What follows belongs to an exercise in optimizing a design on an open flow for small area and a short achievable clock period; a production flow would make more cautious choices.
No functional check of the RTL was part of any run shown here.
Power is estimated from default activity; no workload was simulated.

## flow/design.v (module list and top-level ports; edited modules follow where they fit)
// module fold_preadd: 9 lines
// module coef_wr_sel: 9 lines
// module fir_and: 7 lines
// module fir_fa: 10 lines
// module fir_fa1: 9 lines
// module fir_booth_enc: 16 lines
// module fir_bsel: 9 lines
// module fir_nor: 7 lines
// module fir_xor: 7 lines
// module fir_ha: 9 lines
// module mac_stage1: 5065 lines
// module mac_stage2: 139 lines
// module mac_stage3: 21 lines
// module fir_sym_top: 81 lines
module fir_sym_top (
  input  logic                 clk,
  input  logic                 rst_n,
  input  logic                 in_valid,
  input  fir_pkg::sample_t     in_data,
  input  logic                 coef_wr,
  input  fir_pkg::coef_addr_t  coef_addr,
  input  fir_pkg::coef_t       coef_data,
  output logic                 out_valid,
  output fir_pkg::acc_t        out_data
);
  // ...
==> flow/run.sh <==
#!/bin/bash
# synth_recipe.tcl (not shown) runs the flow's synth.tcl, then flattens the netlist and writes it again
# the make line also repeats each setting of config.mk as NAME=value (left out here)
make -C /OpenROAD-flow-scripts/flow DESIGN_CONFIG=/design/flow/config.mk WORK_HOME=/design/flow/orfs CLKGATE_MAP_FILE= SYNTH_SCRIPT=/design/flow/synth_recipe.tcl finish
==> flow/config.mk <==
export PLATFORM = sky130hd
export DESIGN_NAME = fir_sym_top
export DESIGN_NICKNAME = fir_sym_top
export VERILOG_FILES = /design/flow/design.v
export SDC_FILE = /design/flow/constraint.sdc
export NUM_CORES = 4
export LEC_CHECK = 0
export CAP_MARGIN = 20
export CORE_MARGIN = 2
export CORE_UTILIZATION = 40
export SLEW_MARGIN = 20
export SYNTH_HIERARCHICAL = 1
==> flow/constraint.sdc <==
create_clock -name core_clock -period 9.0 [get_ports {clk}]
set_input_delay 1.8000 -clock core_clock [delete_from_list [all_inputs] [get_ports {clk}]]
set_output_delay 1.8000 -clock core_clock [all_outputs]
set_load 0.01 [all_outputs]
==> impl_metrics.toml, run 1 <==
[global_routing]
met2_usage_pct = 50.24
grt-busiest-layer = "met2"
grtUsageMet1_pct = 44.38
overflow = 0

[min_path]
hold_path.startpoint = "st1[2]"
whs_endpoint = "st2[2]"

[final_layout]
seq_cell_count = 894
diodes = 39
fin_nets = 10160
comb.multi_input.count = 6774
nNonClkBuffers = 338
largest_reg_flops = 300
top_regs = "taps x300, st1 x187, pair_n x167"
largest_class = "multi-input gates"
fin_area_um2 = 100300
register_area_um2 = 17970

[sta]
rsz0062_at_grt = "false"
post-route-worst-setup-slack_ns = 2.886
setup_viol = 0
drv_slew = 0

[power_and_ir_drop]
clk-power_mw = 5.01
p_int_mw = 9.918
power.largest_group = "combinational logic"
p_clk_share_pct = 31.2

[drt]
drc = 0
ant_nets = 0

[outcome]
status = "finished clean"

[critical_path]
crit_arrival_ns = 6.82
cp_max_fo = 22
path_buf_inv = 1
ff2ff_setup_slack_ns = 2.89

[place]
placed_cells = 11170
placed_area_um2 = 96060
hpwl_um = 324600
gp_congestion = 1.035

[floorplanning]
dieArea_um2 = 231000
die_w_um = 480.6

[clock_network]
cts_setup_buffers = 0
clk_path_buf_depth = 3
cts_resized = 0
clk_latency_ns = 0.84
==> module mac_stage2, before the edit <==
module mac_stage2 (
  input  logic [186:0] d,
  output logic [59:0] q
);
  logic c2, s3, c4, s5, c6, s7, c8, s9, c10, s11, c12, s13;
  logic c14, s15, c16, s17, c18, s19, c20, s21, c22, s23, c24, s25;
  logic c26, s27, c28, s29, c30, s31, c32, s33, c34, s35, c36, s37;
  logic c38, s39, c40, s41, c42, s43, c44, s45, c46, s47, c48, s49;
  logic c50, s51, c52, s53, c54, s55, c56, s57, c58, s59, c60, s61;
  logic c62, s63, c64, s65, c66, s67, c68, s69, c70, s71, c72, s73;
  logic c74, s75, c76, s77, c78, s79, c80, s81, c82, s83, c84, s85;
  logic c86, s87, c88, s89, c90, s91, c92, s93, c94, s95, c96, s97;
  logic c98, s99, c100, c102, c110, s111, c112, s113, c114, s115, c116, s117;
  logic c118, s119, c120, s121, c122, s123, c124, s125, c126, s127, c128, s129;
  logic c130, s131, c132, s133, c134, s135, c136, s137, c138, s139, c140, s141;
  logic c142, s143, c144, s145, c146, s147, c148, s149, c150, s151, c152, s153;
  logic c154, s155, c156, s157, c158, c160, c162, c164, c176, s177, c178, s179;
  logic c180, s181, c182, s183, c184, s185, c186, s187, c188, s189, c190, s191;
  logic c192, s193, c194, s195, c196, c208, c210, c214, c216, c230;
  fir_fa u_s1 (.a(d[5]), .b(d[6]), .c(d[7]), .s(q[0]), .co(c2));
  fir_fa u_s3 (.a(d[10]), .b(d[11]), .c(d[12]), .s(s3), .co(c4));
  fir_fa u_s5 (.a(d[14]), .b(d[15]), .c(d[16]), .s(s5), .co(c6));
  fir_fa u_s7 (.a(d[17]), .b(d[18]), .c(d[19]), .s(s7), .co(c8));
  fir_fa u_s9 (.a(d[20]), .b(d[21]), .c(d[22]), .s(s9), .co(c10));
  fir_fa u_s11 (.a(d[25]), .b(d[26]), .c(d[27]), .s(s11), .co(c12));
  fir_fa u_s13 (.a(d[29]), .b(d[30]), .c(d[31]), .s(s13), .co(c14));
  fir_fa u_s15 (.a(d[33]), .b(d[34]), .c(d[35]), .s(s15), .co(c16));
  fir_fa u_s17 (.a(d[36]), .b(d[37]), .c(d[38]), .s(s17), .co(c18));
  fir_fa u_s19 (.a(d[39]), .b(d[40]), .c(d[41]), .s(s19), .co(c20));
  fir_fa u_s21 (.a(d[44]), .b(d[45]), .c(d[46]), .s(s21), .co(c22));
  fir_fa u_s23 (.a(d[49]), .b(d[50]), .c(d[51]), .s(s23), .co(c24));
  fir_fa u_s25 (.a(d[52]), .b(d[53]), .c(d[54]), .s(s25), .co(c26));
  fir_fa u_s27 (.a(d[56]), .b(d[57]), .c(d[58]), .s(s27), .co(c28));
  fir_fa u_s29 (.a(d[59]), .b(d[60]), .c(d[61]), .s(s29), .co(c30));
  fir_fa u_s31 (.a(d[62]), .b(d[63]), .c(d[64]), .s(s31), .co(c32));
  fir_fa u_s33 (.a(d[65]), .b(d[66]), .c(d[67]), .s(s33), .co(c34));
  fir_fa u_s35 (.a(d[68]), .b(d[69]), .c(d[70]), .s(s35), .co(c36));
  fir_fa u_s37 (.a(d[71]), .b(d[72]), .c(d[73]), .s(s37), .co(c38));
  fir_fa u_s39 (.a(d[74]), .b(d[75]), .c(d[76]), .s(s39), .co(c40));
  fir_fa u_s41 (.a(d[77]), .b(d[78]), .c(d[79]), .s(s41), .co(c42));
  fir_fa u_s43 (.a(d[81]), .b(d[82]), .c(d[83]), .s(s43), .co(c44));
  fir_fa u_s45 (.a(d[84]), .b(d[85]), .c(d[86]), .s(s45), .co(c46));
  fir_fa u_s47 (.a(d[88]), .b(d[89]), .c(d[90]), .s(s47), .co(c48));
  fir_fa u_s49 (.a(d[91]), .b(d[92]), .c(d[93]), .s(s49), .co(c50));
  fir_fa u_s51 (.a(d[96]), .b(d[97]), .c(d[98]), .s(s51), .co(c52));
  fir_fa u_s53 (.a(d[99]), .b(d[100]), .c(d[101]), .s(s53), .co(c54));
  fir_fa u_s55 (.a(d[102]), .b(d[103]), .c(d[104]), .s(s55), .co(c56));
  fir_fa u_s57 (.a(d[105]), .b(d[106]), .c(d[107]), .s(s57), .co(c58));
  fir_fa u_s59 (.a(d[110]), .b(d[111]), .c(d[112]), .s(s59), .co(c60));
  fir_fa u_s61 (.a(d[113]), .b(d[114]), .c(d[115]), .s(s61), .co(c62));
  fir_fa u_s63 (.a(d[118]), .b(d[119]), .c(d[120]), .s(s63), .co(c64));
  fir_fa u_s65 (.a(d[121]), .b(d[122]), .c(d[123]), .s(s65), .co(c66));
  fir_fa u_s67 (.a(d[124]), .b(d[125]), .c(d[126]), .s(s67), .co(c68));
  fir_fa u_s69 (.a(d[127]), .b(d[128]), .c(d[129]), .s(s69), .co(c70));
  fir_fa u_s71 (.a(d[131]), .b(d[132]), .c(d[133]), .s(s71), .co(c72));
  fir_fa u_s73 (.a(d[134]), .b(d[135]), .c(d[136]), .s(s73), .co(c74));
  fir_fa u_s75 (.a(d[138]), .b(d[139]), .c(d[140]), .s(s75), .co(c76));
  fir_fa u_s77 (.a(d[143]), .b(d[144]), .c(d[145]), .s(s77), .co(c78));
  fir_fa u_s79 (.a(d[146]), .b(d[147]), .c(d[148]), .s(s79), .co(c80));
  fir_fa u_s81 (.a(d[149]), .b(d[150]), .c(d[151]), .s(s81), .co(c82));
  fir_fa u_s83 (.a(d[152]), .b(d[153]), .c(d[154]), .s(s83), .co(c84));
  fir_fa u_s85 (.a(d[155]), .b(d[156]), .c(d[157]), .s(s85), .co(c86));
  fir_fa u_s87 (.a(d[159]), .b(d[160]), .c(d[161]), .s(s87), .co(c88));
  fir_fa u_s89 (.a(d[164]), .b(d[165]), .c(d[166]), .s(s89), .co(c90));
  fir_fa u_s91 (.a(d[169]), .b(d[170]), .c(d[171]), .s(s91), .co(c92));
  fir_fa u_s93 (.a(d[172]), .b(d[173]), .c(d[174]), .s(s93), .co(c94));
  fir_fa u_s95 (.a(d[176]), .b(d[177]), .c(d[178]), .s(s95), .co(c96));
  fir_fa u_s97 (.a(d[179]), .b(d[180]), .c(d[181]), .s(s97), .co(c98));
  fir_fa u_s99 (.a(d[182]), .b(d[183]), .c(d[184]), .s(s99), .co(c100));
  fir_fa u_s101 (.a(c2), .b(d[8]), .c(d[9]), .s(q[1]), .co(c102));
  fir_fa u_s103 (.a(c8), .b(s9), .c(d[23]), .s(q[6]), .co(q[7]));
  fir_fa u_s105 (.a(c10), .b(s11), .c(d[28]), .s(q[8]), .co(q[9]));
  fir_fa u_s107 (.a(c12), .b(s13), .c(d[32]), .s(q[10]), .co(q[11]));
  fir_fa u_s109 (.a(c14), .b(s15), .c(s17), .s(q[12]), .co(c110));
  fir_fa u_s111 (.a(c16), .b(c18), .c(s19), .s(s111), .co(c112));
  fir_fa u_s113 (.a(c20), .b(s21), .c(d[47]), .s(s113), .co(c114));
  fir_fa u_s115 (.a(c22), .b(s23), .c(s25), .s(s115), .co(c116));
  fir_fa u_s117 (.a(c24), .b(c26), .c(s27), .s(s117), .co(c118));
  fir_fa u_s119 (.a(c28), .b(c30), .c(s31), .s(s119), .co(c120));
  fir_fa u_s121 (.a(c32), .b(c34), .c(s35), .s(s121), .co(c122));
  fir_fa u_s123 (.a(c36), .b(c38), .c(s39), .s(s123), .co(c124));
  fir_fa u_s125 (.a(c40), .b(c42), .c(s43), .s(s125), .co(c126));
  fir_fa u_s127 (.a(c44), .b(c46), .c(s47), .s(s127), .co(c128));
  fir_fa u_s129 (.a(s49), .b(d[94]), .c(d[95]), .s(s129), .co(c130));
  fir_fa u_s131 (.a(c48), .b(c50), .c(s51), .s(s131), .co(c132));
  fir_fa u_s133 (.a(c52), .b(c54), .c(s55), .s(s133), .co(c134));
  fir_fa u_s135 (.a(s57), .b(d[108]), .c(d[109]), .s(s135), .co(c136));
  fir_fa u_s137 (.a(c56), .b(c58), .c(s59), .s(s137), .co(c138));
  fir_fa u_s139 (.a(s61), .b(d[116]), .c(d[117]), .s(s139), .co(c140));
  fir_fa u_s141 (.a(c60), .b(c62), .c(s63), .s(s141), .co(c142));
  fir_fa u_s143 (.a(c64), .b(c66), .c(s67), .s(s143), .co(c144));
  fir_fa u_s145 (.a(c68), .b(c70), .c(s71), .s(s145), .co(c146));
  fir_fa u_s147 (.a(c72), .b(c74), .c(s75), .s(s147), .co(c148));
  fir_fa u_s149 (.a(c76), .b(s77), .c(s79), .s(s149), .co(c150));
  fir_fa u_s151 (.a(c78), .b(c80), .c(s81), .s(s151), .co(c152));
  fir_fa u_s153 (.a(c82), .b(c84), .c(s85), .s(s153), .co(c154));
  fir_fa u_s155 (.a(c86), .b(s87), .c(d[162]), .s(s155), .co(c156));
  fir_fa u_s157 (.a(c88), .b(s89), .c(d[167]), .s(s157), .co(c158));
  fir_fa u_s159 (.a(c92), .b(s93), .c(d[175]), .s(q[54]), .co(c160));
  fir_fa u_s161 (.a(c100), .b(d[185]), .c(d[186]), .s(q[59]), .co(c162));
  fir_fa u_s163 (.a(c102), .b(s3), .c(d[13]), .s(q[2]), .co(c164));
  fir_fa u_s165 (.a(c110), .b(s111), .c(d[42]), .s(q[13]), .co(q[14]));
  fir_fa u_s167 (.a(c112), .b(s113), .c(d[48]), .s(q[15]), .co(q[16]));
  fir_fa u_s169 (.a(c114), .b(s115), .c(d[55]), .s(q[17]), .co(q[18]));
  fir_fa u_s171 (.a(c116), .b(s117), .c(s29), .s(q[19]), .co(q[20]));
  fir_fa u_s173 (.a(c118), .b(s119), .c(s33), .s(q[21]), .co(q[22]));
  fir_fa u_s175 (.a(c120), .b(s121), .c(s37), .s(q[23]), .co(c176));
  fir_fa u_s177 (.a(c122), .b(s123), .c(s41), .s(s177), .co(c178));
  fir_fa u_s179 (.a(c124), .b(s125), .c(s45), .s(s179), .co(c180));
  fir_fa u_s181 (.a(c126), .b(s127), .c(s129), .s(s181), .co(c182));
  fir_fa u_s183 (.a(c128), .b(c130), .c(s131), .s(s183), .co(c184));
  fir_fa u_s185 (.a(c132), .b(s133), .c(s135), .s(s185), .co(c186));
  fir_fa u_s187 (.a(c134), .b(c136), .c(s137), .s(s187), .co(c188));
  fir_fa u_s189 (.a(c138), .b(c140), .c(s141), .s(s189), .co(c190));
  fir_fa u_s191 (.a(c142), .b(s143), .c(s69), .s(s191), .co(c192));
  fir_fa u_s193 (.a(c144), .b(s145), .c(s73), .s(s193), .co(c194));
  fir_fa u_s195 (.a(c146), .b(s147), .c(d[141]), .s(s195), .co(c196));
  fir_fa u_s197 (.a(c150), .b(s151), .c(s83), .s(q[44]), .co(q[45]));
  fir_fa u_s199 (.a(c152), .b(s153), .c(d[158]), .s(q[46]), .co(q[47]));
  fir_fa u_s201 (.a(c154), .b(s155), .c(d[163]), .s(q[48]), .co(q[49]));
  fir_fa u_s203 (.a(c156), .b(s157), .c(d[168]), .s(q[50]), .co(q[51]));
  fir_fa u_s205 (.a(c158), .b(c90), .c(s91), .s(q[52]), .co(q[53]));
  fir_fa u_s207 (.a(c160), .b(c94), .c(s95), .s(q[55]), .co(c208));
  fir_fa u_s209 (.a(c164), .b(c4), .c(s5), .s(q[3]), .co(c210));
  fir_fa u_s211 (.a(c176), .b(s177), .c(d[80]), .s(q[24]), .co(q[25]));
  fir_fa u_s213 (.a(c178), .b(s179), .c(d[87]), .s(q[26]), .co(c214));
  fir_fa u_s215 (.a(c182), .b(s183), .c(s53), .s(q[29]), .co(c216));
  fir_fa u_s217 (.a(c186), .b(s187), .c(s139), .s(q[32]), .co(q[33]));
  fir_fa u_s219 (.a(c188), .b(s189), .c(s65), .s(q[34]), .co(q[35]));
  fir_fa u_s221 (.a(c190), .b(s191), .c(d[130]), .s(q[36]), .co(q[37]));
  fir_fa u_s223 (.a(c192), .b(s193), .c(d[137]), .s(q[38]), .co(q[39]));
  fir_fa u_s225 (.a(c194), .b(s195), .c(d[142]), .s(q[40]), .co(q[41]));
  fir_fa u_s227 (.a(c196), .b(c148), .c(s149), .s(q[42]), .co(q[43]));
  fir_fa u_s229 (.a(c208), .b(c96), .c(s97), .s(q[56]), .co(c230));
  fir_fa u_s231 (.a(c210), .b(c6), .c(s7), .s(q[4]), .co(q[5]));
  fir_fa u_s233 (.a(c214), .b(c180), .c(s181), .s(q[27]), .co(q[28]));
  fir_fa u_s235 (.a(c216), .b(c184), .c(s185), .s(q[30]), .co(q[31]));
  fir_fa u_s237 (.a(c230), .b(c98), .c(s99), .s(q[57]), .co(q[58]));
endmodule
==> module mac_stage3, before the edit <==
module mac_stage3 (
  input  logic [66:0] d,
  output fir_pkg::acc_t sum
);
  logic s1, c2, s3, c4, s5, c6, s7, c8, s9, c10, s11, c12;
  logic s13, c14, s15, c16, s17, c18, s19, c20;
  fir_ha u_s1 (.a(d[10]), .b(d[11]), .s(s1), .co(c2));
  fir_ha u_s3 (.a(d[13]), .b(d[14]), .s(s3), .co(c4));
  fir_ha u_s5 (.a(d[15]), .b(d[16]), .s(s5), .co(c6));
  fir_ha u_s7 (.a(d[17]), .b(d[18]), .s(s7), .co(c8));
  fir_ha u_s9 (.a(d[19]), .b(d[20]), .s(s9), .co(c10));
  fir_ha u_s11 (.a(d[21]), .b(d[22]), .s(s11), .co(c12));
  fir_ha u_s13 (.a(d[23]), .b(d[24]), .s(s13), .co(c14));
  fir_ha u_s15 (.a(d[25]), .b(d[26]), .s(s15), .co(c16));
  fir_ha u_s17 (.a(d[27]), .b(d[28]), .s(s17), .co(c18));
  fir_ha u_s19 (.a(d[29]), .b(d[30]), .s(s19), .co(c20));
  logic [39:0] row_a, row_b;
  assign row_a = {d[65], d[64], d[63], d[62], d[60], d[58], d[56], d[54], d[52], d[50], d[48], d[46], d[44], d[42], d[40], d[38], d[37], d[35], d[34], d[32], c20, c18, c16, c14, c12, c10, c8, c6, c4, c2, s1, d[9], d[8], d[7], d[6], d[5], d[4], d[3], d[2], d[0]};
  assign row_b = {d[66], 1'b0, 1'b0, 1'b0, d[61], d[59], d[57], d[55], d[53], d[51], d[49], d[47], d[45], d[43], d[41], d[39], 1'b0, d[36], 1'b0, d[33], d[31], s19, s17, s15, s13, s11, s9, s7, s5, s3, d[12], 1'b0, 1'b0, 1'b0, 1'b0, 1'b0, 1'b0, 1'b0, 1'b0, d[1]};
  assign sum = row_a + row_b;
endmodule
==> module fir_sym_top, before the edit <==
module fir_sym_top (
  input  logic                 clk,
  input  logic                 rst_n,
  input  logic                 in_valid,
  input  fir_pkg::sample_t     in_data,
  input  logic                 coef_wr,
  input  fir_pkg::coef_addr_t  coef_addr,
  input  fir_pkg::coef_t       coef_data,
  output logic                 out_valid,
  output fir_pkg::acc_t        out_data
);
  fir_pkg::sample_t [fir_pkg::NUM_TAPS-1:0] taps;
  always_ff @(posedge clk) begin
    if (!rst_n) begin
      taps <= '0;
    end else if (in_valid) begin
      taps <= {taps[fir_pkg::NUM_TAPS-2:0], in_data};
    end
  end
  fir_pkg::coef_t [fir_pkg::NUM_COEF-1:0] coefs;
  logic [fir_pkg::NUM_COEF-1:0] wr_sel;
  coef_wr_sel i_coef_wr_sel (
    .coef_wr   (coef_wr),
    .coef_addr (coef_addr),
    .wr_sel    (wr_sel)
  );
  for (genvar k = 0; k < fir_pkg::NUM_COEF; k++) begin : g_coef
    always_ff @(posedge clk) begin
      if (!rst_n) begin
        coefs[k] <= '0;
      end else if (wr_sel[k]) begin
        coefs[k] <= coef_data;
      end
    end
  end
  logic [4:0] vld;
  always_ff @(posedge clk) begin
    if (!rst_n) begin
      vld <= '0;
    end else begin
      vld <= {vld[3:0], in_valid};
    end
  end
  assign out_valid = vld[4];
  fir_pkg::pair_t [fir_pkg::NUM_PAIRS-1:0] pair_d;
  fir_pkg::pair_t [fir_pkg::NUM_COEF-1:0]  pair_n;     
  fold_preadd i_fold_preadd (
    .taps      (taps),
    .pair_n    (pair_d)
  );
  always_ff @(posedge clk) begin
    pair_n <= {~fir_pkg::pair_t'(taps[fir_pkg::NUM_PAIRS]), pair_d};
  end
  logic [186:0] st1_q;
  logic [186:0] st1;
  mac_stage1 i_mac_stage1 (
    .pair_n    (pair_n),
    .coefs     (coefs),
    .q         (st1_q)
  );
  always_ff @(posedge clk) begin
    st1 <= {st1_q[186], st1_q[185], st1_q[184], st1_q[183], st1_q[182], st1_q[181], st1_q[180], st1_q[179], st1_q[178], st1_q[177], st1_q[176], st1_q[175], st1_q[174], st1_q[173], st1_q[172], st1_q[171], st1_q[170], st1_q[169], st1_q[168], st1_q[167], st1_q[166], st1_q[165], st1_q[164], st1_q[163], st1_q[162], st1_q[161], st1_q[160], st1_q[159], st1_q[158], st1_q[157], st1_q[156], st1_q[155], st1_q[154], st1_q[153], st1_q[152], st1_q[151], st1_q[150], st1_q[149], st1_q[148], st1_q[147], st1_q[146], st1_q[145], st1_q[144], st1_q[143], st1_q[142], st1_q[141], st1_q[140], st1_q[139], st1_q[138], st1_q[137], st1_q[136], st1_q[135], st1_q[134], st1_q[133], st1_q[132], st1_q[131], st1_q[130], st1_q[129], st1_q[128], st1_q[127], st1_q[126], st1_q[125], st1_q[124], st1_q[123], st1_q[122], st1_q[121], st1_q[120], st1_q[119], st1_q[118], st1_q[117], st1_q[116], st1_q[115], st1_q[114], st1_q[113], st1_q[112], st1_q[111], st1_q[110], st1_q[109], st1_q[108], st1_q[107], st1_q[106], st1_q[105], st1_q[104], st1_q[103], st1_q[102], st1_q[101], st1_q[100], st1_q[99], st1_q[98], st1_q[97], st1_q[96], st1_q[95], st1_q[94], st1_q[93], st1_q[92], st1_q[91], st1_q[90], st1_q[89], st1_q[88], st1_q[87], st1_q[86], st1_q[85], st1_q[84], st1_q[83], st1_q[82], st1_q[81], st1_q[80], st1_q[79], st1_q[78], st1_q[77], st1_q[76], st1_q[75], st1_q[74], st1_q[73], st1_q[72], st1_q[71], st1_q[70], st1_q[69], st1_q[68], st1_q[67], st1_q[66], st1_q[65], st1_q[64], st1_q[63], st1_q[62], st1_q[61], st1_q[60], st1_q[59], st1_q[58], st1_q[57], st1_q[56], st1_q[55], st1_q[54], st1_q[53], st1_q[52], st1_q[51], st1_q[50], st1_q[49], st1_q[48], st1_q[47], st1_q[46], st1_q[45], st1_q[44], st1_q[43], st1_q[42], st1_q[41], st1_q[40], st1_q[39], st1_q[38], st1_q[37], st1_q[36], st1_q[35], st1_q[34], st1_q[33], st1_q[32], st1_q[31], st1_q[30], st1_q[29], st1_q[28], st1_q[27], st1_q[26], st1_q[25], st1_q[24], st1_q[23], st1_q[22], st1_q[21], st1_q[20], st1_q[19], st1_q[18], st1_q[17], st1_q[16], st1_q[15], st1_q[14], st1_q[13], st1_q[12], st1_q[11], st1_q[10], st1_q[9], st1_q[8], st1_q[7], st1_q[6], st1_q[5], st1_q[4], st1_q[3], st1_q[2], st1_q[1], st1_q[0]};
  end
  logic [59:0] st2_q;
  logic [66:0] st2;
  mac_stage2 i_mac_stage2 (
    .d         (st1),
    .q         (st2_q)
  );
  always_ff @(posedge clk) begin
    st2 <= {st2_q[59], st2_q[58], st2_q[57], st2_q[56], st2_q[55], st2_q[54], st2_q[53], st2_q[52], st2_q[51], st2_q[50], st2_q[49], st2_q[48], st2_q[47], st2_q[46], st2_q[45], st2_q[44], st2_q[43], st2_q[42], st2_q[41], st2_q[40], st2_q[39], st2_q[38], st2_q[37], st2_q[36], st2_q[35], st2_q[34], st2_q[33], st2_q[32], st2_q[31], st2_q[30], st2_q[29], st2_q[28], st2_q[27], st2_q[26], st2_q[25], st2_q[24], st2_q[23], st2_q[22], st2_q[21], st2_q[20], st2_q[19], st2_q[18], st2_q[17], st2_q[16], st2_q[15], st2_q[14], st1[43], st2_q[13], st2_q[12], st2_q[11], st2_q[10], st2_q[9], st2_q[8], st2_q[7], st1[24], st2_q[6], st2_q[5], st2_q[4], st2_q[3], st2_q[2], st2_q[1], st2_q[0], st1[4], st1[3], st1[2], st1[1], st1[0]};
  end
  fir_pkg::acc_t sum;
  mac_stage3 i_mac_stage3 (
    .d         (st2),
    .sum       (sum)
  );
  always_ff @(posedge clk) begin
    out_data <= sum;
  end
endmodule
==> inputs of run 2 (changes only) <==
--- a/flow/design.v
+++ b/flow/design.v
@@ -32,6 +32,24 @@
 `default_nettype wire
 `timescale 1ns/100ps
 `default_nettype none
+module ld_or_keep (
+  input  logic load,
+  input  logic d,
+  input  logic keep,
+  input  logic q,
+  output logic y
+);
+  assign y = (load & d) | (keep & q);
+endmodule
+module ld_or_keep_set (
+  input  logic loadn,
+  input  logic d,
+  input  logic keepn,
+  input  logic q,
+  output logic y
+);
+  assign y = (loadn | d) & (keepn | q);
+endmodule
 module coef_wr_sel (
   input  logic                         coef_wr,
   input  fir_pkg::coef_addr_t          coef_addr,
@@ -120,7 +138,7 @@
 endmodule
 module mac_stage1 (
   input  fir_pkg::pair_t [fir_pkg::NUM_COEF-1:0] pair_n,
-  input  fir_pkg::coef_t [fir_pkg::NUM_COEF-1:0] coefs,
+  input  logic [fir_pkg::NUM_COEF-1:0][24:0] digits,
   output logic [186:0] q
 );
   logic p0_0_0, t0_0_0, p0_0_1, t0_0_1, p0_0_2, t0_0_2, p0_0_3, t0_0_3, p0_0_4, t0_0_4, p0_0_5, t0_0_5;
@@ -615,7 +633,7 @@
   logic c2878, s2879;
   logic [7:0] onen0, twon0, neg0;
   logic       topn0;
-  fir_booth_enc u_enc0 (.c(coefs[0]), .onen(onen0), .twon(twon0), .neg(neg0), .topn(topn0));
+  assign {topn0, neg0, twon0, onen0} = digits[0];
   fir_nor u_t0_0_0 (.a(pair_n[0][0]), .b(onen0[0]), .y(t0_0_0));
   fir_xor u_p0_0_0 (.a(t0_0_0), .b(neg0[0]), .y(p0_0_0));
   fir_bsel u_t0_0_1 (.xn(pair_n[0][1]), .xmn(pair_n[0][0]), .onen(onen0[0]), .twon(twon0[0]), .t(t0_0_1));
@@ -999,7 +1017,7 @@
   fir_nor u_p0_8_20 (.a(pair_n[0][20]), .b(topn0), .y(p0_8_20));
   logic [7:0] onen1, twon1, neg1;
   logic       topn1;
-  fir_booth_enc u_enc1 (.c(coefs[1]), .onen(onen1), .twon(twon1), .neg(neg1), .topn(topn1));
+  assign {topn1, neg1, twon1, onen1} = digits[1];
   fir_nor u_t1_0_0 (.a(pair_n[1][0]), .b(onen1[0]), .y(t1_0_0));
   fir_xor u_p1_0_0 (.a(t1_0_0), .b(neg1[0]), .y(p1_0_0));
   fir_bsel u_t1_0_1 (.xn(pair_n[1][1]), .xmn(pair_n[1][0]), .onen(onen1[0]), .twon(twon1[0]), .t(t1_0_1));
@@ -1383,7 +1401,7 @@
   fir_nor u_p1_8_20 (.a(pair_n[1][20]), .b(topn1), .y(p1_8_20));
   logic [7:0] onen2, twon2, neg2;
   logic       topn2;
-  fir_booth_enc u_enc2 (.c(coefs[2]), .onen(onen2), .twon(twon2), .neg(neg2), .topn(topn2));
+  assign {topn2, neg2, twon2, onen2} = digits[2];
   fir_nor u_t2_0_0 (.a(pair_n[2][0]), .b(onen2[0]), .y(t2_0_0));
   fir_xor u_p2_0_0 (.a(t2_0_0), .b(neg2[0]), .y(p2_0_0));
   fir_bsel u_t2_0_1 (.xn(pair_n[2][1]), .xmn(pair_n[2][0]), .onen(onen2[0]), .twon(twon2[0]), .t(t2_0_1));
@@ -1767,7 +1785,7 @@
   fir_nor u_p2_8_20 (.a(pair_n[2][20]), .b(topn2), .y(p2_8_20));
   logic [7:0] onen3, twon3, neg3;
   logic       topn3;
-  fir_booth_enc u_enc3 (.c(coefs[3]), .onen(onen3), .twon(twon3), .neg(neg3), .topn(topn3));
+  assign {topn3, neg3, twon3, onen3} = digits[3];
   fir_nor u_t3_0_0 (.a(pair_n[3][0]), .b(onen3[0]), .y(t3_0_0));
   fir_xor u_p3_0_0 (.a(t3_0_0), .b(neg3[0]), .y(p3_0_0));
   fir_bsel u_t3_0_1 (.xn(pair_n[3][1]), .xmn(pair_n[3][0]), .onen(onen3[0]), .twon(twon3[0]), .t(t3_0_1));
@@ -2151,7 +2169,7 @@
   fir_nor u_p3_8_20 (.a(pair_n[3][20]), .b(topn3), .y(p3_8_20));
   logic [7:0] onen4, twon4, neg4;
   logic       topn4;
-  fir_booth_enc u_enc4 (.c(coefs[4]), .onen(onen4), .twon(twon4), .neg(neg4), .topn(topn4));
+  assign {topn4, neg4, twon4, onen4} = digits[4];
   fir_nor u_t4_0_0 (.a(pair_n[4][0]), .b(onen4[0]), .y(t4_0_0));
   fir_xor u_p4_0_0 (.a(t4_0_0), .b(neg4[0]), .y(p4_0_0));
   fir_bsel u_t4_0_1 (.xn(pair_n[4][1]), .xmn(pair_n[4][0]), .onen(onen4[0]), .twon(twon4[0]), .t(t4_0_1));
@@ -2535,7 +2553,7 @@
   fir_nor u_p4_8_20 (.a(pair_n[4][20]), .b(topn4), .y(p4_8_20));
   logic [7:0] onen5, twon5, neg5;
   logic       topn5;
-  fir_booth_enc u_enc5 (.c(coefs[5]), .onen(onen5), .twon(twon5), .neg(neg5), .topn(topn5));
+  assign {topn5, neg5, twon5, onen5} = digits[5];
   fir_nor u_t5_0_0 (.a(pair_n[5][0]), .b(onen5[0]), .y(t5_0_0));
   fir_xor u_p5_0_0 (.a(t5_0_0), .b(neg5[0]), .y(p5_0_0));
   fir_bsel u_t5_0_1 (.xn(pair_n[5][1]), .xmn(pair_n[5][0]), .onen(onen5[0]), .twon(twon5[0]), .t(t5_0_1));
@@ -2919,7 +2937,7 @@
   fir_nor u_p5_8_20 (.a(pair_n[5][20]), .b(topn5), .y(p5_8_20));
   logic [7:0] onen6, twon6, neg6;
   logic       topn6;
-  fir_booth_enc u_enc6 (.c(coefs[6]), .onen(onen6), .twon(twon6), .neg(neg6), .topn(topn6));
+  assign {topn6, neg6, twon6, onen6} = digits[6];
   fir_nor u_t6_0_0 (.a(pair_n[6][0]), .b(onen6[0]), .y(t6_0_0));
   fir_xor u_p6_0_0 (.a(t6_0_0), .b(neg6[0]), .y(p6_0_0));
   fir_bsel u_t6_0_1 (.xn(pair_n[6][1]), .xmn(pair_n[6][0]), .onen(onen6[0]), .twon(twon6[0]), .t(t6_0_1));
@@ -3303,7 +3321,7 @@
   fir_nor u_p6_8_20 (.a(pair_n[6][20]), .b(topn6), .y(p6_8_20));
   logic [7:0] onen7, twon7, neg7;
   logic       topn7;
-  fir_booth_enc u_enc7 (.c(coefs[7]), .onen(onen7), .twon(twon7), .neg(neg7), .topn(topn7));
+  assign {topn7, neg7, twon7, onen7} = digits[7];
   fir_nor u_t7_0_0 (.a(pair_n[7][0]), .b(onen7[0]), .y(t7_0_0));
   fir_xor u_p7_0_0 (.a(t7_0_0), .b(neg7[0]), .y(p7_0_0));
   fir_bsel u_t7_0_1 (.xn(pair_n[7][1]), .xmn(pair_n[7][0]), .onen(onen7[0]), .twon(twon7[0]), .t(t7_0_1));
@@ -5185,27 +5203,26 @@
 endmodule
 module mac_stage2 (
   input  logic [186:0] d,
-  output logic [59:0] q
+  output logic [63:0] q
 );
-  logic c2, s3, c4, s5, c6, s7, c8, s9, c10, s11, c12, s13;
-  logic c14, s15, c16, s17, c18, s19, c20, s21, c22, s23, c24, s25;
-  logic c26, s27, c28, s29, c30, s31, c32, s33, c34, s35, c36, s37;
-  logic c38, s39, c40, s41, c42, s43, c44, s45, c46, s47, c48, s49;
-  logic c50, s51, c52, s53, c54, s55, c56, s57, c58, s59, c60, s61;
-  logic c62, s63, c64, s65, c66, s67, c68, s69, c70, s71, c72, s73;
-  logic c74, s75, c76, s77, c78, s79, c80, s81, c82, s83, c84, s85;
-  logic c86, s87, c88, s89, c90, s91, c92, s93, c94, s95, c96, s97;
-  logic c98, s99, c100, c102, c110, s111, c112, s113, c114, s115, c116, s117;
-  logic c118, s119, c120, s121, c122, s123, c124, s125, c126, s127, c128, s129;
-  logic c130, s131, c132, s133, c134, s135, c136, s137, c138, s139, c140, s141;
-  logic c142, s143, c144, s145, c146, s147, c148, s149, c150, s151, c152, s153;
-  logic c154, s155, c156, s157, c158, c160, c162, c164, c176, s177, c178, s179;
-  logic c180, s181, c182, s183, c184, s185, c186, s187, c188, s189, c190, s191;
-  logic c192, s193, c194, s195, c196, c208, c210, c214, c216, c230;
+  logic c2, s3, c4, s5, c8, s9, c10, s11, c12, s13, c14, s15;
+  logic c16, s17, c18, s19, c20, s21, c22, s23, c24, s25, c26, s27;
+  logic c28, s29, c30, s31, c32, s33, c34, s35, c36, s37, c38, s39;
+  logic c40, s41, c42, s43, c44, s45, c46, s47, c48, s49, c50, s51;
+  logic c52, s53, c54, s55, c56, s57, c58, s59, c60, s61, c62, s63;
+  logic c64, s65, c66, s67, c68, s69, c70, s71, c72, s73, c74, s75;
+  logic c76, s77, c78, s79, c80, s81, c82, s83, c84, s85, c86, s87;
+  logic c88, s89, c90, s91, c92, s93, c94, s95, c96, s97, c100, c102;
+  logic c110, s111, c112, s113, c114, s115, c116, s117, c118, s119, c120, s121;
+  logic c122, s123, c124, s125, c126, s127, c128, s129, c130, s131, c132, s133;
+  logic c134, s135, c136, s137, c138, s139, c140, s141, c142, s143, c144, s145;
+  logic c146, s147, c148, s149, c150, s151, c152, s153, c154, s155, c156, s157;
+  logic c158, c160, c162, c164, c176, s177, c178, s179, c182, s183, c186, s187;
+  logic c188, s189, c190, s191, c192, s193, c194, s195, c196, c208;
   fir_fa u_s1 (.a(d[5]), .b(d[6]), .c(d[7]), .s(q[0]), .co(c2));
   fir_fa u_s3 (.a(d[10]), .b(d[11]), .c(d[12]), .s(s3), .co(c4));
-  fir_fa u_s5 (.a(d[14]), .b(d[15]), .c(d[16]), .s(s5), .co(c6));
-  fir_fa u_s7 (.a(d[17]), .b(d[18]), .c(d[19]), .s(s7), .co(c8));
+  fir_fa u_s5 (.a(d[14]), .b(d[15]), .c(d[16]), .s(s5), .co(q[5]));
+  fir_fa u_s7 (.a(d[17]), .b(d[18]), .c(d[19]), .s(q[6]), .co(c8));
   fir_fa u_s9 (.a(d[20]), .b(d[21]), .c(d[22]), .s(s9), .co(c10));
   fir_fa u_s11 (.a(d[25]), .b(d[26]), .c(d[27]), .s(s11), .co(c12));
   fir_fa u_s13 (.a(d[29]), .b(d[30]), .c(d[31]), .s(s13), .co(c14));
@@ -5250,13 +5267,13 @@
   fir_fa u_s91 (.a(d[169]), .b(d[170]), .c(d[171]), .s(s91), .co(c92));
   fir_fa u_s93 (.a(d[172]), .b(d[173]), .c(d[174]), .s(s93), .co(c94));
   fir_fa u_s95 (.a(d[176]), .b(d[177]), .c(d[178]), .s(s95), .co(c96));
-  fir_fa u_s97 (.a(d[179]), .b(d[180]), .c(d[181]), .s(s97), .co(c98));
-  fir_fa u_s99 (.a(d[182]), .b(d[183]), .c(d[184]), .s(s99), .co(c100));
+  fir_fa u_s97 (.a(d[179]), .b(d[180]), .c(d[181]), .s(s97), .co(q[61]));
+  fir_fa u_s99 (.a(d[182]), .b(d[183]), .c(d[184]), .s(q[62]), .co(c100));
   fir_fa u_s101 (.a(c2), .b(d[8]), .c(d[9]), .s(q[1]), .co(c102));
-  fir_fa u_s103 (.a(c8), .b(s9), .c(d[23]), .s(q[6]), .co(q[7]));
-  fir_fa u_s105 (.a(c10), .b(s11), .c(d[28]), .s(q[8]), .co(q[9]));
-  fir_fa u_s107 (.a(c12), .b(s13), .c(d[32]), .s(q[10]), .co(q[11]));
-  fir_fa u_s109 (.a(c14), .b(s15), .c(s17), .s(q[12]), .co(c110));
+  fir_fa u_s103 (.a(c8), .b(s9), .c(d[23]), .s(q[7]), .co(q[8]));
+  fir_fa u_s105 (.a(c10), .b(s11), .c(d[28]), .s(q[9]), .co(q[10]));
+  fir_fa u_s107 (.a(c12), .b(s13), .c(d[32]), .s(q[11]), .co(q[12]));
+  fir_fa u_s109 (.a(c14), .b(s15), .c(s17), .s(q[13]), .co(c110));
   fir_fa u_s111 (.a(c16), .b(c18), .c(s19), .s(s111), .co(c112));
   fir_fa u_s113 (.a(c20), .b(s21), .c(d[47]), .s(s113), .co(c114));
   fir_fa u_s115 (.a(c22), .b(s23), .c(s25), .s(s115), .co(c116));
@@ -5281,66 +5298,67 @@
   fir_fa u_s153 (.a(c82), .b(c84), .c(s85), .s(s153), .co(c154));
   fir_fa u_s155 (.a(c86), .b(s87), .c(d[162]), .s(s155), .co(c156));
   fir_fa u_s157 (.a(c88), .b(s89), .c(d[167]), .s(s157), .co(c158));
-  fir_fa u_s159 (.a(c92), .b(s93), .c(d[175]), .s(q[54]), .co(c160));
-  fir_fa u_s161 (.a(c100), .b(d[185]), .c(d[186]), .s(q[59]), .co(c162));
+  fir_fa u_s159 (.a(c92), .b(s93), .c(d[175]), .s(q[57]), .co(c160));
+  fir_fa u_s161 (.a(c100), .b(d[185]), .c(d[186]), .s(q[63]), .co(c162));
   fir_fa u_s163 (.a(c102), .b(s3), .c(d[13]), .s(q[2]), .co(c164));
-  fir_fa u_s165 (.a(c110), .b(s111), .c(d[42]), .s(q[13]), .co(q[14]));
-  fir_fa u_s167 (.a(c112), .b(s113), .c(d[48]), .s(q[15]), .co(q[16]));
-  fir_fa u_s169 (.a(c114), .b(s115), .c(d[55]), .s(q[17]), .co(q[18]));
-  fir_fa u_s171 (.a(c116), .b(s117), .c(s29), .s(q[19]), .co(q[20]));
-  fir_fa u_s173 (.a(c118), .b(s119), .c(s33), .s(q[21]), .co(q[22]));
-  fir_fa u_s175 (.a(c120), .b(s121), .c(s37), .s(q[23]), .co(c176));
+  fir_fa u_s165 (.a(c110), .b(s111), .c(d[42]), .s(q[14]), .co(q[15]));
+  fir_fa u_s167 (.a(c112), .b(s113), .c(d[48]), .s(q[16]), .co(q[17]));
+  fir_fa u_s169 (.a(c114), .b(s115), .c(d[55]), .s(q[18]), .co(q[19]));
+  fir_fa u_s171 (.a(c116), .b(s117), .c(s29), .s(q[20]), .co(q[21]));
+  fir_fa u_s173 (.a(c118), .b(s119), .c(s33), .s(q[22]), .co(q[23]));
+  fir_fa u_s175 (.a(c120), .b(s121), .c(s37), .s(q[24]), .co(c176));
   fir_fa u_s177 (.a(c122), .b(s123), .c(s41), .s(s177), .co(c178));
-  fir_fa u_s179 (.a(c124), .b(s125), .c(s45), .s(s179), .co(c180));
-  fir_fa u_s181 (.a(c126), .b(s127), .c(s129), .s(s181), .co(c182));
-  fir_fa u_s183 (.a(c128), .b(c130), .c(s131), .s(s183), .co(c184));
-  fir_fa u_s185 (.a(c132), .b(s133), .c(s135), .s(s185), .co(c186));
+  fir_fa u_s179 (.a(c124), .b(s125), .c(s45), .s(s179), .co(q[29]));
+  fir_fa u_s181 (.a(c126), .b(s127), .c(s129), .s(q[30]), .co(c182));
+  fir_fa u_s183 (.a(c128), .b(c130), .c(s131), .s(s183), .co(q[33]));
+  fir_fa u_s185 (.a(c132), .b(s133), .c(s135), .s(q[34]), .co(c186));
   fir_fa u_s187 (.a(c134), .b(c136), .c(s137), .s(s187), .co(c188));
   fir_fa u_s189 (.a(c138), .b(c140), .c(s141), .s(s189), .co(c190));
   fir_fa u_s191 (.a(c142), .b(s143), .c(s69), .s(s191), .co(c192));
   fir_fa u_s193 (.a(c144), .b(s145), .c(s73), .s(s193), .co(c194));
   fir_fa u_s195 (.a(c146), .b(s147), .c(d[141]), .s(s195), .co(c196));
-  fir_fa u_s197 (.a(c150), .b(s151), .c(s83), .s(q[44]), .co(q[45]));
-  fir_fa u_s199 (.a(c152), .b(s153), .c(d[158]), .s(q[46]), .co(q[47]));
-  fir_fa u_s201 (.a(c154), .b(s155), .c(d[163]), .s(q[48]), .co(q[49]));
-  fir_fa u_s203 (.a(c156), .b(s157), .c(d[168]), .s(q[50]), .co(q[51]));
-  fir_fa u_s205 (.a(c158), .b(c90), .c(s91), .s(q[52]), .co(q[53]));
-  fir_fa u_s207 (.a(c160), .b(c94), .c(s95), .s(q[55]), .co(c208));
-  fir_fa u_s209 (.a(c164), .b(c4), .c(s5), .s(q[3]), .co(c210));
-  fir_fa u_s211 (.a(c176), .b(s177), .c(d[80]), .s(q[24]), .co(q[25]));
-  fir_fa u_s213 (.a(c178), .b(s179), .c(d[87]), .s(q[26]), .co(c214));
-  fir_fa u_s215 (.a(c182), .b(s183), .c(s53), .s(q[29]), .co(c216));
-  fir_fa u_s217 (.a(c186), .b(s187), .c(s139), .s(q[32]), .co(q[33]));
-  fir_fa u_s219 (.a(c188), .b(s189), .c(s65), .s(q[34]), .co(q[35]));
-  fir_fa u_s221 (.a(c190), .b(s191), .c(d[130]), .s(q[36]), .co(q[37]));
-  fir_fa u_s223 (.a(c192), .b(s193), .c(d[137]), .s(q[38]), .co(q[39]));
-  fir_fa u_s225 (.a(c194), .b(s195), .c(d[142]), .s(q[40]), .co(q[41]));
-  fir_fa u_s227 (.a(c196), .b(c148), .c(s149), .s(q[42]), .co(q[43]));
-  fir_fa u_s229 (.a(c208), .b(c96), .c(s97), .s(q[56]), .co(c230));
-  fir_fa u_s231 (.a(c210), .b(c6), .c(s7), .s(q[4]), .co(q[5]));
-  fir_fa u_s233 (.a(c214), .b(c180), .c(s181), .s(q[27]), .co(q[28]));
-  fir_fa u_s235 (.a(c216), .b(c184), .c(s185), .s(q[30]), .co(q[31]));
-  fir_fa u_s237 (.a(c230), .b(c98), .c(s99), .s(q[57]), .co(q[58]));
+  fir_fa u_s197 (.a(c150), .b(s151), .c(s83), .s(q[47]), .co(q[48]));
+  fir_fa u_s199 (.a(c152), .b(s153), .c(d[158]), .s(q[49]), .co(q[50]));
+  fir_fa u_s201 (.a(c154), .b(s155), .c(d[163]), .s(q[51]), .co(q[52]));
+  fir_fa u_s203 (.a(c156), .b(s157), .c(d[168]), .s(q[53]), .co(q[54]));
+  fir_fa u_s205 (.a(c158), .b(c90), .c(s91), .s(q[55]), .co(q[56]));
+  fir_fa u_s207 (.a(c160), .b(c94), .c(s95), .s(q[58]), .co(c208));
+  fir_fa u_s209 (.a(c164), .b(c4), .c(s5), .s(q[3]), .co(q[4]));
+  fir_fa u_s211 (.a(c176), .b(s177), .c(d[80]), .s(q[25]), .co(q[26]));
+  fir_fa u_s213 (.a(c178), .b(s179), .c(d[87]), .s(q[27]), .co(q[28]));
+  fir_fa u_s215 (.a(c182), .b(s183), .c(s53), .s(q[31]), .co(q[32]));
+  fir_fa u_s217 (.a(c186), .b(s187), .c(s139), .s(q[35]), .co(q[36]));
+  fir_fa u_s219 (.a(c188), .b(s189), .c(s65), .s(q[37]), .co(q[38]));
+  fir_fa u_s221 (.a(c190), .b(s191), .c(d[130]), .s(q[39]), .co(q[40]));
+  fir_fa u_s223 (.a(c192), .b(s193), .c(d[137]), .s(q[41]), .co(q[42]));
+  fir_fa u_s225 (.a(c194), .b(s195), .c(d[142]), .s(q[43]), .co(q[44]));
+  fir_fa u_s227 (.a(c196), .b(c148), .c(s149), .s(q[45]), .co(q[46]));
+  fir_fa u_s229 (.a(c208), .b(c96), .c(s97), .s(q[59]), .co(q[60]));
 endmodule
 module mac_stage3 (
-  input  logic [66:0] d,
+  input  logic [70:0] d,
   output fir_pkg::acc_t sum
 );
   logic s1, c2, s3, c4, s5, c6, s7, c8, s9, c10, s11, c12;
-  logic s13, c14, s15, c16, s17, c18, s19, c20;
-  fir_ha u_s1 (.a(d[10]), .b(d[11]), .s(s1), .co(c2));
-  fir_ha u_s3 (.a(d[13]), .b(d[14]), .s(s3), .co(c4));
-  fir_ha u_s5 (.a(d[15]), .b(d[16]), .s(s5), .co(c6));
-  fir_ha u_s7 (.a(d[17]), .b(d[18]), .s(s7), .co(c8));
-  fir_ha u_s9 (.a(d[19]), .b(d[20]), .s(s9), .co(c10));
-  fir_ha u_s11 (.a(d[21]), .b(d[22]), .s(s11), .co(c12));
-  fir_ha u_s13 (.a(d[23]), .b(d[24]), .s(s13), .co(c14));
-  fir_ha u_s15 (.a(d[25]), .b(d[26]), .s(s15), .co(c16));
-  fir_ha u_s17 (.a(d[27]), .b(d[28]), .s(s17), .co(c18));
-  fir_ha u_s19 (.a(d[29]), .b(d[30]), .s(s19), .co(c20));
+  logic s13, c14, s15, c16, s17, c18, s19, c20, s21, c22, s23, c24;
+  logic s25, c26, s27, c28;
+  fir_ha u_s1 (.a(d[9]), .b(d[10]), .s(s1), .co(c2));
+  fir_ha u_s3 (.a(d[12]), .b(d[13]), .s(s3), .co(c4));
+  fir_ha u_s5 (.a(d[14]), .b(d[15]), .s(s5), .co(c6));
+  fir_ha u_s7 (.a(d[16]), .b(d[17]), .s(s7), .co(c8));
+  fir_ha u_s9 (.a(d[18]), .b(d[19]), .s(s9), .co(c10));
+  fir_ha u_s11 (.a(d[20]), .b(d[21]), .s(s11), .co(c12));
+  fir_ha u_s13 (.a(d[22]), .b(d[23]), .s(s13), .co(c14));
+  fir_ha u_s15 (.a(d[24]), .b(d[25]), .s(s15), .co(c16));
+  fir_ha u_s17 (.a(d[26]), .b(d[27]), .s(s17), .co(c18));
+  fir_ha u_s19 (.a(d[28]), .b(d[29]), .s(s19), .co(c20));
+  fir_ha u_s21 (.a(d[30]), .b(d[31]), .s(s21), .co(c22));
+  fir_ha u_s23 (.a(d[35]), .b(d[36]), .s(s23), .co(c24));
+  fir_ha u_s25 (.a(d[39]), .b(d[40]), .s(s25), .co(c26));
+  fir_ha u_s27 (.a(d[67]), .b(d[68]), .s(s27), .co(c28));
   logic [39:0] row_a, row_b;
-  assign row_a = {d[65], d[64], d[63], d[62], d[60], d[58], d[56], d[54], d[52], d[50], d[48], d[46], d[44], d[42], d[40], d[38], d[37], d[35], d[34], d[32], c20, c18, c16, c14, c12, c10, c8, c6, c4, c2, s1, d[9], d[8], d[7], d[6], d[5], d[4], d[3], d[2], d[0]};
-  assign row_b = {d[66], 1'b0, 1'b0, 1'b0, d[61], d[59], d[57], d[55], d[53], d[51], d[49], d[47], d[45], d[43], d[41], d[39], 1'b0, d[36], 1'b0, d[33], d[31], s19, s17, s15, s13, s11, s9, s7, s5, s3, d[12], 1'b0, 1'b0, 1'b0, 1'b0, 1'b0, 1'b0, 1'b0, 1'b0, d[1]};
+  assign row_a = {c28, s27, d[66], d[65], d[63], d[61], d[59], d[57], d[55], d[53], d[51], d[49], d[47], d[45], d[43], c26, s25, c24, s23, d[33], c22, c20, c18, c16, c14, c12, c10, c8, c6, c4, c2, s1, d[8], d[7], d[6], d[5], d[4], d[3], d[2], d[0]};
+  assign row_b = {d[70], d[69], 1'b0, 1'b0, d[64], d[62], d[60], d[58], d[56], d[54], d[52], d[50], d[48], d[46], d[44], d[42], d[41], d[38], d[37], d[34], d[32], s21, s19, s17, s15, s13, s11, s9, s7, s5, s3, d[11], 1'b0, 1'b0, 1'b0, 1'b0, 1'b0, 1'b0, 1'b0, d[1]};
   assign sum = row_a + row_b;
 endmodule
 `default_nettype wire
@@ -5358,29 +5376,66 @@
   output fir_pkg::acc_t        out_data
 );
   fir_pkg::sample_t [fir_pkg::NUM_TAPS-1:0] taps;
+  logic tap_load, tap_keep;
+  fir_pkg::sample_t [fir_pkg::NUM_TAPS-1:0] taps_d;
+  assign tap_load = rst_n & in_valid;
+  assign tap_keep = rst_n & ~in_valid;
+  for (genvar i = 0; i < fir_pkg::NUM_TAPS * fir_pkg::SAMPLE_W; i++) begin : g_tap
+    ld_or_keep u_next (
+      .load (tap_load),
+      .d    (i < fir_pkg::SAMPLE_W ? in_data[i % fir_pkg::SAMPLE_W]
+                                   : taps[(i / fir_pkg::SAMPLE_W) - 1][i % fir_pkg::SAMPLE_W]),
+      .keep (tap_keep),
+      .q    (taps[i / fir_pkg::SAMPLE_W][i % fir_pkg::SAMPLE_W]),
+      .y    (taps_d[i / fir_pkg::SAMPLE_W][i % fir_pkg::SAMPLE_W])
+    );
+  end
   always_ff @(posedge clk) begin
-    if (!rst_n) begin
-      taps <= '0;
-    end else if (in_valid) begin
-      taps <= {taps[fir_pkg::NUM_TAPS-2:0], in_data};
-    end
+    taps <= taps_d;
   end
-  fir_pkg::coef_t [fir_pkg::NUM_COEF-1:0] coefs;
-  logic [fir_pkg::NUM_COEF-1:0] wr_sel;
+  logic [fir_pkg::NUM_COEF-1:0][24:0] digits, digits_d;
+  logic [24:0] wr_digits;
+  logic [fir_pkg::NUM_COEF-1:0] wr_sel, coef_load, coef_keep, coef_loadn, coef_keepn;
   coef_wr_sel i_coef_wr_sel (
     .coef_wr   (coef_wr),
     .coef_addr (coef_addr),
     .wr_sel    (wr_sel)
   );
+  fir_booth_enc i_wr_enc (
+    .c    (coef_data),
+    .onen (wr_digits[7:0]),
+    .twon (wr_digits[15:8]),
+    .neg  (wr_digits[23:16]),
+    .topn (wr_digits[24])
+  );
+  assign coef_load  = {fir_pkg::NUM_COEF{rst_n}} & wr_sel;
+  assign coef_keep  = {fir_pkg::NUM_COEF{rst_n}} & ~wr_sel;
+  assign coef_loadn = ~coef_load;
+  assign coef_keepn = ~coef_keep;
   for (genvar k = 0; k < fir_pkg::NUM_COEF; k++) begin : g_coef
-    always_ff @(posedge clk) begin
-      if (!rst_n) begin
-        coefs[k] <= '0;
-      end else if (wr_sel[k]) begin
-        coefs[k] <= coef_data;
+    for (genvar j = 0; j < 25; j++) begin : g_bit
+      if (j >= 16 && j < 24) begin : g_clr
+        ld_or_keep u_next (
+          .load (coef_load[k]),
+          .d    (wr_digits[j]),
+          .keep (coef_keep[k]),
+          .q    (digits[k][j]),
+          .y    (digits_d[k][j])
+        );
+      end else begin : g_set
+        ld_or_keep_set u_next (
+          .loadn (coef_loadn[k]),
+          .d     (wr_digits[j]),
+          .keepn (coef_keepn[k]),
+          .q     (digits[k][j]),
+          .y     (digits_d[k][j])
+        );
       end
     end
   end
+  always_ff @(posedge clk) begin
+    digits <= digits_d;
+  end
   logic [4:0] vld;
   always_ff @(posedge clk) begin
     if (!rst_n) begin
@@ -5403,20 +5458,20 @@
   logic [186:0] st1;
   mac_stage1 i_mac_stage1 (
     .pair_n    (pair_n),
-    .coefs     (coefs),
+    .digits    (digits),
     .q         (st1_q)
   );
   always_ff @(posedge clk) begin
     st1 <= {st1_q[186], st1_q[185], st1_q[184], st1_q[183], st1_q[182], st1_q[181], st1_q[180], st1_q[179], st1_q[178], st1_q[177], st1_q[176], st1_q[175], st1_q[174], st1_q[173], st1_q[172], st1_q[171], st1_q[170], st1_q[169], st1_q[168], st1_q[167], st1_q[166], st1_q[165], st1_q[164], st1_q[163], st1_q[162], st1_q[161], st1_q[160], st1_q[159], st1_q[158], st1_q[157], st1_q[156], st1_q[155], st1_q[154], st1_q[153], st1_q[152], st1_q[151], st1_q[150], st1_q[149], st1_q[148], st1_q[147], st1_q[146], st1_q[145], st1_q[144], st1_q[143], st1_q[142], st1_q[141], st1_q[140], st1_q[139], st1_q[138], st1_q[137], st1_q[136], st1_q[135], st1_q[134], st1_q[133], st1_q[132], st1_q[131], st1_q[130], st1_q[129], st1_q[128], st1_q[127], st1_q[126], st1_q[125], st1_q[124], st1_q[123], st1_q[122], st1_q[121], st1_q[120], st1_q[119], st1_q[118], st1_q[117], st1_q[116], st1_q[115], st1_q[114], st1_q[113], st1_q[112], st1_q[111], st1_q[110], st1_q[109], st1_q[108], st1_q[107], st1_q[106], st1_q[105], st1_q[104], st1_q[103], st1_q[102], st1_q[101], st1_q[100], st1_q[99], st1_q[98], st1_q[97], st1_q[96], st1_q[95], st1_q[94], st1_q[93], st1_q[92], st1_q[91], st1_q[90], st1_q[89], st1_q[88], st1_q[87], st1_q[86], st1_q[85], st1_q[84], st1_q[83], st1_q[82], st1_q[81], st1_q[80], st1_q[79], st1_q[78], st1_q[77], st1_q[76], st1_q[75], st1_q[74], st1_q[73], st1_q[72], st1_q[71], st1_q[70], st1_q[69], st1_q[68], st1_q[67], st1_q[66], st1_q[65], st1_q[64], st1_q[63], st1_q[62], st1_q[61], st1_q[60], st1_q[59], st1_q[58], st1_q[57], st1_q[56], st1_q[55], st1_q[54], st1_q[53], st1_q[52], st1_q[51], st1_q[50], st1_q[49], st1_q[48], st1_q[47], st1_q[46], st1_q[45], st1_q[44], st1_q[43], st1_q[42], st1_q[41], st1_q[40], st1_q[39], st1_q[38], st1_q[37], st1_q[36], st1_q[35], st1_q[34], st1_q[33], st1_q[32], st1_q[31], st1_q[30], st1_q[29], st1_q[28], st1_q[27], st1_q[26], st1_q[25], st1_q[24], st1_q[23], st1_q[22], st1_q[21], st1_q[20], st1_q[19], st1_q[18], st1_q[17], st1_q[16], st1_q[15], st1_q[14], st1_q[13], st1_q[12], st1_q[11], st1_q[10], st1_q[9], st1_q[8], st1_q[7], st1_q[6], st1_q[5], st1_q[4], st1_q[3], st1_q[2], st1_q[1], st1_q[0]};
   end
-  logic [59:0] st2_q;
-  logic [66:0] st2;
+  logic [63:0] st2_q;
+  logic [70:0] st2;
   mac_stage2 i_mac_stage2 (
     .d         (st1),
     .q         (st2_q)
   );
   always_ff @(posedge clk) begin
-    st2 <= {st2_q[59], st2_q[58], st2_q[57], st2_q[56], st2_q[55], st2_q[54], st2_q[53], st2_q[52], st2_q[51], st2_q[50], st2_q[49], st2_q[48], st2_q[47], st2_q[46], st2_q[45], st2_q[44], st2_q[43], st2_q[42], st2_q[41], st2_q[40], st2_q[39], st2_q[38], st2_q[37], st2_q[36], st2_q[35], st2_q[34], st2_q[33], st2_q[32], st2_q[31], st2_q[30], st2_q[29], st2_q[28], st2_q[27], st2_q[26], st2_q[25], st2_q[24], st2_q[23], st2_q[22], st2_q[21], st2_q[20], st2_q[19], st2_q[18], st2_q[17], st2_q[16], st2_q[15], st2_q[14], st1[43], st2_q[13], st2_q[12], st2_q[11], st2_q[10], st2_q[9], st2_q[8], st2_q[7], st1[24], st2_q[6], st2_q[5], st2_q[4], st2_q[3], st2_q[2], st2_q[1], st2_q[0], st1[4], st1[3], st1[2], st1[1], st1[0]};
+    st2 <= {st2_q[63], st2_q[62], st2_q[61], st2_q[60], st2_q[59], st2_q[58], st2_q[57], st2_q[56], st2_q[55], st2_q[54], st2_q[53], st2_q[52], st2_q[51], st2_q[50], st2_q[49], st2_q[48], st2_q[47], st2_q[46], st2_q[45], st2_q[44], st2_q[43], st2_q[42], st2_q[41], st2_q[40], st2_q[39], st2_q[38], st2_q[37], st2_q[36], st2_q[35], st2_q[34], st2_q[33], st2_q[32], st2_q[31], st2_q[30], st2_q[29], st2_q[28], st2_q[27], st2_q[26], st2_q[25], st2_q[24], st2_q[23], st2_q[22], st2_q[21], st2_q[20], st2_q[19], st2_q[18], st2_q[17], st2_q[16], st2_q[15], st1[43], st2_q[14], st2_q[13], st2_q[12], st2_q[11], st2_q[10], st2_q[9], st2_q[8], st1[24], st2_q[7], st2_q[6], st2_q[5], st2_q[4], st2_q[3], st2_q[2], st2_q[1], st2_q[0], st1[4], st1[3], st1[2], st1[1], st1[0]};
   end
   fir_pkg::acc_t sum;
   mac_stage3 i_mac_stage3 (
--- a/flow/config.mk
+++ b/flow/config.mk
@@ -5,8 +5,8 @@
 export SDC_FILE = /design/flow/constraint.sdc
 export NUM_CORES = 4
 export LEC_CHECK = 0
-export CAP_MARGIN = 20
+export CAP_MARGIN = 50
 export CORE_MARGIN = 2
 export CORE_UTILIZATION = 40
-export SLEW_MARGIN = 20
+export SLEW_MARGIN = 70
 export SYNTH_HIERARCHICAL = 1
==> impl_metrics.toml, run 2 <==
[outcome]
status = "finished clean"

[critical_path]
critical_path.startpoint_type = "flop"
cp_max_fo = 15
ff2ff_setup_slack_ns = 4.16
worstSetupPathType = "flop to flop"
r2r_end = "st1[123]"
crit_arrival_ns = 5.55
cp-end-kind = "flop"
rr_startpoint = "digits[13]"
required_ns = 9.71
r2r_cells = 9

[yosys]
synth.avg_cell_area_um2 = 11.75
syn_area_um2 = 87330
ys_warn_count = 7
syn_inst = 7430
syn_nets = 9292

[final_layout]
final_core_util_pct = 45.79
layout_commonest_cell = "fa_1"
fin_nets = 9716
regMostFlops = "taps"
final_cell_mix = "fa_1 (1,605), xor2_1 (1,463), o22ai_1 (1,273)"
top_regs = "taps x300, digits x200, st1 x187"
area_delta_synth_final_pct = 13.88
drive_gt1_share_pct = 10.22
fin_area_um2 = 99450
fin_cells = 10820
largest_reg_flops = 300

[sta]
max_freq_ghz = 0.2066
post-route-worst-setup-slack_ns = 4.160
drv_slew = 0
min_period_ns = 4.840
fin_tns_setup_ns = 0
tightestPinTransition_ns = 0.5159
maxSlewHeadroom_pct = 65.49
fin_skew_ns = 0.08334
fin_crit_sh_pct = 53.78
rsz0062_at_grt = "false"
hold_violations = 0
setup_viol = 0

[global_routing]
grt_max_degree = 72
grt_pass1_wl_um = 549500
grt_pass1_vias = 71590
overflow = 0
grt_antenna_before_repair = 38
grt_usage_pct = 34.35

[floorplanning]
die_w_um = 471.3
fp.coreArea_um2 = 217200
dieArea_um2 = 222100
start_util_pct = 40.21
io_pins = 84
dieHeight_um = 471.3
std_cell_rows = 171

[place]
placed_area_um2 = 95160
placed_cells = 10590
hpwl_um = 305500
pre_cts_slack_ns = 3.980
io_buffer_count = 83
gp_congestion = 1.011

[power_and_ir_drop]
leakage_nw = 49.19
powerDensity_nw_per_um2 = 158.2
ir_worst_vdd_mv = 0.1656

[clock_network]
root_buffer = "clkbuf_16"
cts_setup_buffers = 0
cts_resized = 0
cts_tree = "built"
clk_path_buf_depth = 3
cts_hold_buf = 0
clk_latency_ns = 0.88
cts_buffers = 118
clk_pin_slew_ns = 0.06
cts_max_level = 3
numClockSinks = 970

[drt]
wl_per_cell_um = 35.80
drc = 0
drtIter0Drc = 10310
dr_total_vias = 71060
drt-pass1-iter-count = 9
ant_nets = 0
routed_wl_um = 387500
viasPerCell = 6.565

[min_path]
holdCritPathClass = "flop to flop"
hold_depth = 0
whs_endpoint = "st2[1]"
hold_path.startpoint = "st1[1]"

[job]
maxCapViolations = 0
-- run 2: worst max-delay path by stage --
stage / startpoint / to / slack [ns] / cells past startpoint
global route: digits[13] / st1[123] / 4.13 / 9
global placement: pair_n[163] / st1[73] / 3.91 / 8
finish: digits[13] / st1[123] / 4.16 / 9
detailed placement: rst_n / taps[213] / 3.98 / 11
CTS: digits[13] / st1[123] / 4.28 / 9
floorplan: rst_n / taps[0] / 0.80 / 3
-- run 2: area by class of cell --
class | count | area (µm²)
fill | 19850 | 117700
tap | 2854 | 3571
multi-input combinational | 6251 | 67930
clock inverter | 64 | 589.3
inverter | 170 | 638.1
timing repair buffer | 343 | 3227
antenna | 12 | 30.03
clock buffer | 160 | 3417
sequential | 970 | 20040
-- run 2: metal layers --
layer | wire (µm) | vias up | share of wire (%) | global-route usage, %
met2 | 158900 | 5324 | 41 | 49.71
met4 | 14440 | 54 | 3.7 | 9.066
met5 | 1003 | - | 0.26 | 1.211
met3 | 65160 | 1311 | 17 | 19.32
met1 | 148000 | 36550 | 38 | 43.76
li1 | - | 27820 | - | -
-- run 2: stage by stage --
stage          total power [mW]  hold slack [ns]
2_1_floorplan             8.245           0.3096
3_3_place_gp              10.56           0.3117
3_5_place_dp              10.69           0.3143
4_1_cts                   15.65           0.3249
5_1_grt                   16.47           0.3342
6_report                  15.74           0.3252
-- run 2: report_power, final --
| part | internal [mW] | switching (mW) |
|---|---|---|
| clock | 2.79 | 2.18 |
| combinational | 2.28 | 3.23 |
| sequential | 4.87 | 0.389 |
| total | 9.94 | 5.80 |
-- run 2: worst max-delay path, cell delays in order, from the launching register on --
cell and delay [ns]:
dfxtp_1 0.61, buf_4 0.39, o22ai_1 0.15, xor2_1 0.18, fa_1 0.53, fa_1 0.62, fa_1 0.71, fa_1 0.49
fa_1 0.57, fa_1 0.41

-- what the ideal ports hide --
In the flow no input, the clock included, has a driving cell. The finished layouts below were timed again as built, in two steps. Step 1 assumes that a clkbuf_16 drives the clock port and a buf_2 every other input. Step 2 moves the port delays by t, midway between the first and last clock arrival at a register: inputs arrive t later, outputs are due t later. That takes back most of the time a late clock gives input paths. Slacks: ideal / step 1 / step 2; pairs: ideal / step 1.
| run | t (ns) | slack for setup (ns) | hold slack, ns | clock arrival spread, ns |
|---|---|---|---|---|
| run 1 | 0.905 | 2.886 / 2.886 / 2.886 | 0.328 / 0.328 / 0.328 | 0.066 / 0.066 |
| run 2 | 0.918 | 4.160 / 4.160 / 3.932 | 0.325 / 0.325 / 0.325 | 0.084 / 0.083 |
After both steps every run listed still meets setup and hold. The setup slack of run 2, which loses most, moves by 0.000 ns with the drivers and by -0.228 ns with both steps.
